From an optimization exercise on the open Yosys and OpenROAD flow, aimed at small area, a short achievable clock period and few clock cycles; shortcuts taken in it are not production practice. The RTL was checked by simulation tests, not by an equivalence proof against the original design. Power figures rest on the tool's default switching activity, not on a simulated workload.

## flow/run.sh

```bash
#!/bin/bash
# synth_recipe.tcl (not shown) runs the flow's synth.tcl, then flattens the netlist and writes it again
# the make line also repeats each setting of config.mk as NAME=value (left out here)
make -C /OpenROAD-flow-scripts/flow DESIGN_CONFIG=/design/flow/config.mk WORK_HOME=/design/flow/orfs CLKGATE_MAP_FILE= SYNTH_SCRIPT=/design/flow/synth_recipe.tcl finish
```

## flow/design.v

```verilog
package ngp_pkg;
  localparam logic [7:0] CHAR_SPACE = 8'h20;
  localparam logic [7:0] CHAR_NL    = 8'h0A;
  localparam logic [7:0] CHAR_POINT = 8'h2E;
  localparam logic [7:0] SEP_RESET  = 8'd44;
  localparam logic [29:0] LAT_MAX = 30'd900000000;
  localparam logic [30:0] LON_MAX = 31'd1800000000;
endpackage
import ngp_pkg::*;
module nmea_gga_position_parser (
  input  logic        clk_i,
  input  logic        rst_ni,
  input  logic        in_valid_i,
  output logic        in_stall_o,
  input  logic [7:0]  rx_byte_i,
  output logic        out_valid_o,
  input  logic        out_stall_i,
  output logic [29:0] lat_e7_o,
  output logic [30:0] lon_e7_o,
  output logic        lat_ok_o,
  output logic        lon_ok_o,
  input  logic        cfg_valid_i,
  output logic        cfg_ready_o,
  input  logic [7:0]  cfg_field_separator_i
);
  function automatic logic [6:0] step_tab(input logic [1:0] r, input logic [3:0] d);
    logic [5:0] s;
    s = 6'(r) * 6'd10 + 6'(d) * 6'd2;
    step_tab[6:2] = 5'(d) + 5'(s / 6'd3);
    step_tab[1:0] = 2'(s % 6'd3);
  endfunction
  function automatic logic [8:0] point_tab(input logic [3:0] t, input logic [3:0] u);
    logic [7:0] s;
    s = 8'(t) * 8'd20 + 8'(u) * 8'd2;
    point_tab[8:2] = 7'(s / 8'd3);
    point_tab[1:0] = 2'(s % 8'd3);
  endfunction
  function automatic logic [7:0] hdr_char(input logic [2:0] pos);
    case (pos)
      3'd1:    hdr_char = 8'h47;   
      3'd2:    hdr_char = 8'h50;   
      3'd3:    hdr_char = 8'h47;   
      3'd4:    hdr_char = 8'h47;   
      3'd5:    hdr_char = 8'h41;   
      default: hdr_char = 8'h00;
    endcase
  endfunction
  logic [7:0]  sep_q;
  logic        stall_q, stall_d;
  logic        vld_q;
  logic [7:0]  byte_q;
  logic [2:0]  pos_q, pos_d;      
  logic        hdr_q, hdr_d;
  logic [2:0]  fld_q, fld_d;      
  logic        pt_q, pt_d;
  logic        dig_q, dig_d;
  logic        bad_q, bad_d;
  logic [3:0]  t_q, t_d;
  logic [3:0]  u_q, u_d;
  logic [2:0]  n_q, n_d;          
  logic [1:0]  r_q, r_d;
  logic        big_q, big_d;
  logic        pad_q, pad_d;
  logic        ptgt_q, ptgt_d;
  logic [29:0] lat_q, lat_d;
  logic [30:0] lon_q, lon_d;
  logic        latok_q, latok_d;
  logic        lonok_q, lonok_d;
  logic        emit_q, emit_d;
  logic        ov_q, ov_d;
  assign cfg_ready_o = 1'b1;
  always_ff @(posedge clk_i or negedge rst_ni) begin
    if (!rst_ni) begin
      sep_q <= SEP_RESET;
    end else if (cfg_valid_i) begin
      sep_q <= cfg_field_separator_i;
    end
  end
  always_ff @(posedge clk_i or negedge rst_ni) begin
    if (!rst_ni) begin
      vld_q <= 1'b0;
    end else begin
      vld_q <= in_valid_i && !stall_q;
    end
  end
  always_ff @(posedge clk_i) begin
    byte_q <= rx_byte_i;
  end
  logic       ch, is_nl, is_sep, is_pt, is_dig;
  logic [3:0] dgt;
  assign ch     = vld_q && (byte_q != CHAR_SPACE);
  assign is_nl  = byte_q == CHAR_NL;
  assign is_sep = byte_q == sep_q;
  assign is_pt  = byte_q == CHAR_POINT;
  assign is_dig = (byte_q[7:4] == 4'h3) && (byte_q[3:0] <= 4'd9);
  assign dgt    = byte_q[3:0];
  logic body, tfld, ftgt;
  logic ev_nl, ev_c, ev_sep, ev_fc, ev_close, ev_clr;
  logic ok_close, match, emit_now;
  assign body  = pos_q == 3'd7;
  assign tfld  = (fld_q == 3'd1) || (fld_q == 3'd3);
  assign ftgt  = fld_q[1];
  assign ev_nl    = ch && is_nl;
  assign ev_c     = ch && !is_nl;
  assign ev_sep   = ev_c && body && is_sep;
  assign ev_fc    = ev_c && body && !is_sep && tfld;
  assign ev_close = ((ev_c && is_sep) || ev_nl) && body && tfld;
  assign ev_clr   = ev_c && (pos_q == 3'd2);
  assign ok_close = dig_q && pt_q && !bad_q;
  assign match    = hdr_q && (pos_q >= 3'd6);
  assign emit_now = ev_nl && match;
  logic        tsel;
  logic [30:0] vsel;
  logic [3:0]  dd;
  logic [6:0]  st;
  logic [4:0]  e;
  logic [30:0] hsum;
  logic [8:0]  pq;
  logic [14:0] psum;
  logic        int_dig, frac_dig, pt_step, big_det, pad_close, hwr;
  assign tsel = pad_q ? ptgt_q : ftgt;
  assign vsel = tsel ? lon_q : {1'b0, lat_q};
  assign int_dig   = ev_fc && is_dig && !pt_q && !big_q;
  assign frac_dig  = ev_fc && is_dig && pt_q && !big_q && (n_q != 3'd5);
  assign pt_step   = ev_fc && is_pt && !pt_q && !big_q;
  assign big_det   = int_dig && (tsel ? (vsel >= 31'd1800) : (vsel >= 31'd900));
  assign pad_close = ev_close && ok_close && !big_q && (n_q != 3'd5);
  assign hwr       = (int_dig && !big_det) || frac_dig || pad_close || pad_q;
  assign dd   = (ev_fc && is_dig) ? dgt : 4'd0;
  assign st   = step_tab(r_q, dd);
  assign e    = (pt_q || pad_q) ? st[6:2] : {1'b0, dgt};
  assign hsum = {vsel[27:0], 3'b000} + {vsel[29:0], 1'b0} + 31'(e);
  assign pq   = point_tab(t_q, u_q);
  assign psum = vsel[14:0] + 15'(pq[8:2]);
  logic go;
  always_comb begin
    pos_d   = pos_q;
    hdr_d   = hdr_q;
    fld_d   = fld_q;
    pt_d    = pt_q;
    dig_d   = dig_q;
    bad_d   = bad_q;
    t_d     = t_q;
    u_d     = u_q;
    n_d     = n_q;
    r_d     = r_q;
    big_d   = big_q;
    pad_d   = pad_q;
    ptgt_d  = ptgt_q;
    lat_d   = lat_q;
    lon_d   = lon_q;
    latok_d = latok_q;
    lonok_d = lonok_q;
    if (lat_q > LAT_MAX) lat_d = LAT_MAX;
    if (lon_q > LON_MAX) lon_d = LON_MAX;
    if (pad_q) begin
      n_d = n_q + 3'd1;
      if (n_q == 3'd4) begin
        pad_d = 1'b0;
        n_d   = '0;
        r_d   = '0;
      end
    end
    if (ev_nl) begin
      pos_d = '0;
      hdr_d = 1'b1;
      fld_d = '0;
    end
    if (ev_c) begin
      if (pos_q != 3'd7) pos_d = pos_q + 3'd1;
      if ((pos_q >= 3'd1) && (pos_q <= 3'd5) && (byte_q != hdr_char(pos_q))) hdr_d = 1'b0;
    end
    if (ev_fc) begin
      if (is_pt) begin
        bad_d = bad_q || pt_q;
        pt_d  = 1'b1;
        if (pt_step) r_d = pq[1:0];
      end else if (is_dig) begin
        dig_d = 1'b1;
        if (!pt_q) begin
          t_d = u_q;
          u_d = dgt;
          if (big_det) big_d = 1'b1;
        end else if (frac_dig) begin
          n_d = n_q + 3'd1;
          r_d = st[1:0];
        end
      end else begin
        bad_d = 1'b1;
      end
    end
    if (ev_close) begin
      if (pad_close) begin
        n_d    = n_q + 3'd1;
        pad_d  = n_q != 3'd4;
        ptgt_d = ftgt;
        if (n_q == 3'd4) begin
          n_d = '0;
          r_d = '0;
        end
      end else begin
        n_d   = '0;
        r_d   = '0;
        big_d = 1'b0;
      end
      if (ftgt) lonok_d = ok_close;
      else      latok_d = ok_close;
    end
    if (ev_sep) begin
      if (fld_q != 3'd4) fld_d = fld_q + 3'd1;
      pt_d  = 1'b0;
      dig_d = 1'b0;
      bad_d = 1'b0;
      t_d   = '0;
      u_d   = '0;
    end
    if (hwr) begin
      if (tsel) lon_d = hsum;
      else      lat_d = hsum[29:0];
    end
    if (pt_step) begin
      if (tsel) lon_d = 31'(psum);
      else      lat_d = 30'(psum);
    end
    if (big_det) begin
      if (tsel) lon_d = LON_MAX;
      else      lat_d = LAT_MAX;
    end
    if (ev_close && !ok_close) begin
      if (ftgt) lon_d = '0;
      else      lat_d = '0;
    end
    if (ev_clr) begin
      lat_d   = '0;
      lon_d   = '0;
      latok_d = 1'b0;
      lonok_d = 1'b0;
      pad_d   = 1'b0;
      n_d     = '0;
      r_d     = '0;
      big_d   = 1'b0;
    end
  end
  assign go     = (emit_now || emit_q) && !pad_q && !pad_close;
  assign ov_d   = (ov_q && out_stall_i) || go;
  assign emit_d = (emit_now || emit_q) && !go;
  assign stall_d = ((ov_d || emit_d) && (pos_d != 3'd0)) ||
                   (pad_d && (n_d <= 3'd3) && ((fld_d == 3'd2) || (fld_d == 3'd3)));
  always_ff @(posedge clk_i or negedge rst_ni) begin
    if (!rst_ni) begin
      stall_q <= 1'b0;
      pos_q   <= '0;
      hdr_q   <= 1'b1;
      fld_q   <= '0;
      pad_q   <= 1'b0;
      emit_q  <= 1'b0;
      ov_q    <= 1'b0;
    end else begin
      stall_q <= stall_d;
      pos_q   <= pos_d;
      hdr_q   <= hdr_d;
      fld_q   <= fld_d;
      pad_q   <= pad_d;
      emit_q  <= emit_d;
      ov_q    <= ov_d;
    end
  end
  always_ff @(posedge clk_i) begin
    pt_q    <= pt_d;
    dig_q   <= dig_d;
    bad_q   <= bad_d;
    t_q     <= t_d;
    u_q     <= u_d;
    n_q     <= n_d;
    r_q     <= r_d;
    big_q   <= big_d;
    ptgt_q  <= ptgt_d;
    lat_q   <= lat_d;
    lon_q   <= lon_d;
    latok_q <= latok_d;
    lonok_q <= lonok_d;
  end
  assign in_stall_o  = stall_q;
  assign out_valid_o = ov_q;
  assign lat_e7_o    = lat_q;
  assign lon_e7_o    = lon_q;
  assign lat_ok_o    = latok_q;
  assign lon_ok_o    = lonok_q;
endmodule
```

## flow/constraint.sdc

```tcl
create_clock -name core_clock -period 7.5 [get_ports {clk_i}]
set_input_delay 1.5000 -clock core_clock [delete_from_list [all_inputs] [get_ports {clk_i}]]
set_output_delay 1.5000 -clock core_clock [all_outputs]
set_load 0.01 [all_outputs]
```

## flow/config.mk

```make
export PLATFORM = sky130hd
export DESIGN_NAME = nmea_gga_position_parser
export DESIGN_NICKNAME = nmea_gga_position_parser
export VERILOG_FILES = /design/flow/design.v
export SDC_FILE = /design/flow/constraint.sdc
export NUM_CORES = 4
export LEC_CHECK = 0
export CAP_MARGIN = 20
export CORE_MARGIN = 2
export CORE_UTILIZATION = 40
export SLEW_MARGIN = 20
```

==> flow_summary.yaml <==
grt:
  busiest_layer: "met2"
  first_global_vias: 9786
  globalRouteTotalUtil_pct: 26.0
  grt.met3_usage_pct: 3.18
  antenna_found_initial: 0
  grt_pass1_wl_um: 51600
  met2_usage_pct: 41.9
  gr-usage-met1_pct: 35.5
  grt_max_degree: 39
  gr-total-overflow: 0
layout:
  nets: 1514
  final_common_cell: "nand2_1"
  synthToLayoutAreaGrowth_pct: 33.6
  fin_util_pct: 54.3
  insertedDiodeCount: 0
  mostFrequentLayoutCells: "nand2_1 (168), nor2_1 (114), buf_4 (110)"
  final_cells: 1721
  drive_gt1_share_pct: 22.8
floorplan:
  die_h_um: 158
  floorplan.initialDensity_pct: 40.6
  die_area_sq_mm: 0.0250
  ios: 87
  core_area_sq_mm: 0.0234
  rows: 56
  die_w_um: 158
run:
  cap_violations: 0
routing:
  wl_per_cell_um: 18.8
  viasPerCell: 5.85
  vias: 10100
  routed_wl_um: 32400
  drc: 0
  final_antenna_net_count: 0
  dr.pass1.iters: 6
  drt_iter0_markers: 884
worst_setup_path:
  start_kind: "register"
  critical_path_required_ns: 7.75
  path_delay_family: "compound AO/OA/AOI/OAI gates"
  cp_slowest_cell: "fa_1"
  cp.arrival_ns: 8.83
  criticalPathCategory: "register to register"
  end_kind: "register"
  max_stage_delay_ns: 0.49
  critical_path.max_fanout: 5
  path_common_cell: "ha_4"
  cp_num_buf_inv: 4
timing:
  hold_ws_ns: 0.478
  setup_violations: 47
  slew_viol_final: 0
  finalCriticalPeriod_ns: 8.58
  finClkSkew_ns: 0.0189
  max_freq_ghz: 0.117
  fin_setup_tns_ns: -31.28
  rsz0062_at_grt: "yes"
  setup_ws_ns: -1.08
  min_period_over_period_pct: 114
  hold_viol: 0
  tightest_slew_ns: 0.932
  maxSlewHeadroom_pct: 37.8
place:
  dp_hpwl_um: 24000
  place_congestion: 0.938
  io_buffers: 85
  place_inst: 1694
power_and_ir_drop:
  p_sw_share_pct: 33.1
  intPower_mw: 1.03
  vdd_drop_max_v: 0.000106
  powerDensity_mw_per_mm2: 121
  combPwrFrac_pct: 22.7
  p_leak_nw: 5.69
  finalPower_mw: 1.53
  clkPwrFrac_pct: 33.0
  p_seq_share_pct: 44.3
  switchingPower_uw: 507
clock_tree:
  cts.clk_slew.worst_paths_ns: 0.09
  cts_tree: "yes"
  holdBufCountCts: 0
  cts_root_buf: "clkbuf_16"
  clk_latency_ns: 0.38
  htree_levels: 3
  clk_path_buf_depth: 2
  clock_sinks: 109
  cts_buffers: 9
synth:
  synth_seq_cells: 109
  synth_ff_type: "dfxtp_1"
  synth_cells: 1228
  syn_area_sq_mm: 0.00951
  seq_area_frac_synth_pct: 24.2
  syn_avg_cell_area_sq_um: 7.74
  yosysWarnings: 1
  synth_edf_count: 1
  yosysUniqueCellTypes: 103
  synth-async-reset-ratio_pct: 18.3
  synth.net_count: 1345
status:
  outcome: "complete, but fails checks"
  failed_checks: "setup timing"
min_path:
  hold_class: "register to register"
==> sequential cells by signal, summed over array words and instances (netlist names), 2 cells and up <==
name and flops:
sep_q 8, u_q 4, fld_q 3, lon_q 31, pos_q 3, lat_q 30
t_q 4, n_q 3, r_q 2, byte_q 8
==> synth_stat cells, types with 16 or more instances <==
cell / number / area [sq um]
a211oi_1: 17 / 128
a21o_1: 26 / 195
a21oi_1: 96 / 480
a31oi_1: 24 / 150
clkbuf_1: 34 / 128
dfrtp_1: 16 / 400
dfxtp_1: 88 / 1760
ha_1: 90 / 1130
inv_1: 42 / 158
nand2_1: 173 / 649
nand3_1: 42 / 210
nor2_1: 128 / 480
nor3_1: 47 / 235
nor4_1: 21 / 131
o21ai_0: 44 / 220
xnor2_1: 39 / 342
xor2_1: 24 / 210
==> routing by layer <==
metal,vias to the layer above,wire (um),part of all wire [%]
li1,4861,-,-
met3,64,1920,5.9
met2,389,14900,46
met4,0,1030,3.2
met1,4746,14500,45
met5,-,0,0
==> power by group through the flow <==
stage	combinational [mW]	sequential [mW]	clock, mW
2_1_floorplan	0.174	0.680	0
3_3_place_gp	0.324	0.687	0
3_5_place_dp	0.329	0.686	0
4_1_cts	0.338	0.674	0.511
5_1_grt	0.381	0.684	0.530
6_report	0.349	0.679	0.506
==> timing repair <==
item | 4_1_cts | 5_1_grt
buffers inserted | 22 | 12
resized for setup | 62 | 82
setup endpoints to repair | 51 | 52
pin swaps | 67 | 71
==> through the flow <==
step                worst slack (ns)  cell area (sq um)
global route                   -1.45              12700
finish                         -1.08              12700
global placement               -1.04              11600
CTS                           -0.957              12300
detailed placement             -1.24              11600
floorplan                      -1.14               9700
==> cells by family after synthesis <==
kind of cell | share of synthesized area, %
AO/OA/AOI/OAI | 25.6
XOR/XNOR | 5.80
adder cells (fa/ha/maj) | 13.2
buffers and inverters | 3.97
flip-flops | 24.2
multiplexers | 2.88
other | 0.0394
AND/OR/NAND/NOR | 24.3
==> final cells by class <==
type / instances / area, sq um
clock buffers: 9 / 225
clock inverters: 7 / 73.8
fillers: 2233 / 10700
inverters: 42 / 165
multi-input cells: 1027 / 7720
flip-flops and latches: 109 / 2300
well taps: 319 / 399
repair buffers: 208 / 1820
==> worst paths after layout <==
path | depth (start not counted) | slack (ns) | startpoint | to
worst max register to register | 44 | -1.08 | fld_q[0] | lon_q[24]
min in group asynchronous | 1 | 1.65 | rst_ni | sep_q[6]
worst min register to register | 1 | 0.48 | stall_q | vld_q
worst min-delay path | 1 | 0.48 | stall_q | vld_q
worst max-delay path | 44 | -1.08 | fld_q[0] | lon_q[24]
max in group asynchronous | 1 | 5.29 | rst_ni | fld_q[2]
==> worst register-to-register path, delay by kind of cell (launching register included) <==
family          cells  cell delay (ns)
compound gates     18             3.27
fa+ha+maj          10             2.58
buf+inv             4             0.39
flops               1             0.42
simple gates       12             1.80
Testbench counts, summed over its fixed seeds: cycles 28,337.

==> what the ideal ports hide <==
Ports are ideal in the flow. The routed layout listed here was re-timed in OpenROAD.
Step 1 sets driving cells, clkbuf_16 on the clock port and buf_2 on the other inputs (assumed; they add their load-dependent delay and slew).
Step 2 also shifts input and output timing later by t, the mid clock arrival at the registers, as if the neighbouring blocks saw the same clock.
a / b / c = no drivers / after step 1 / after step 2; a / b = the first two.
t (ns): 0.413
slack for setup (ns): -1.079 / -1.079 / -1.079
worst data-port slew with drivers (ns): 0.03
For this run, drivers alone change the setup slack by 0.000 ns; drivers and shift together by 0.000 ns.
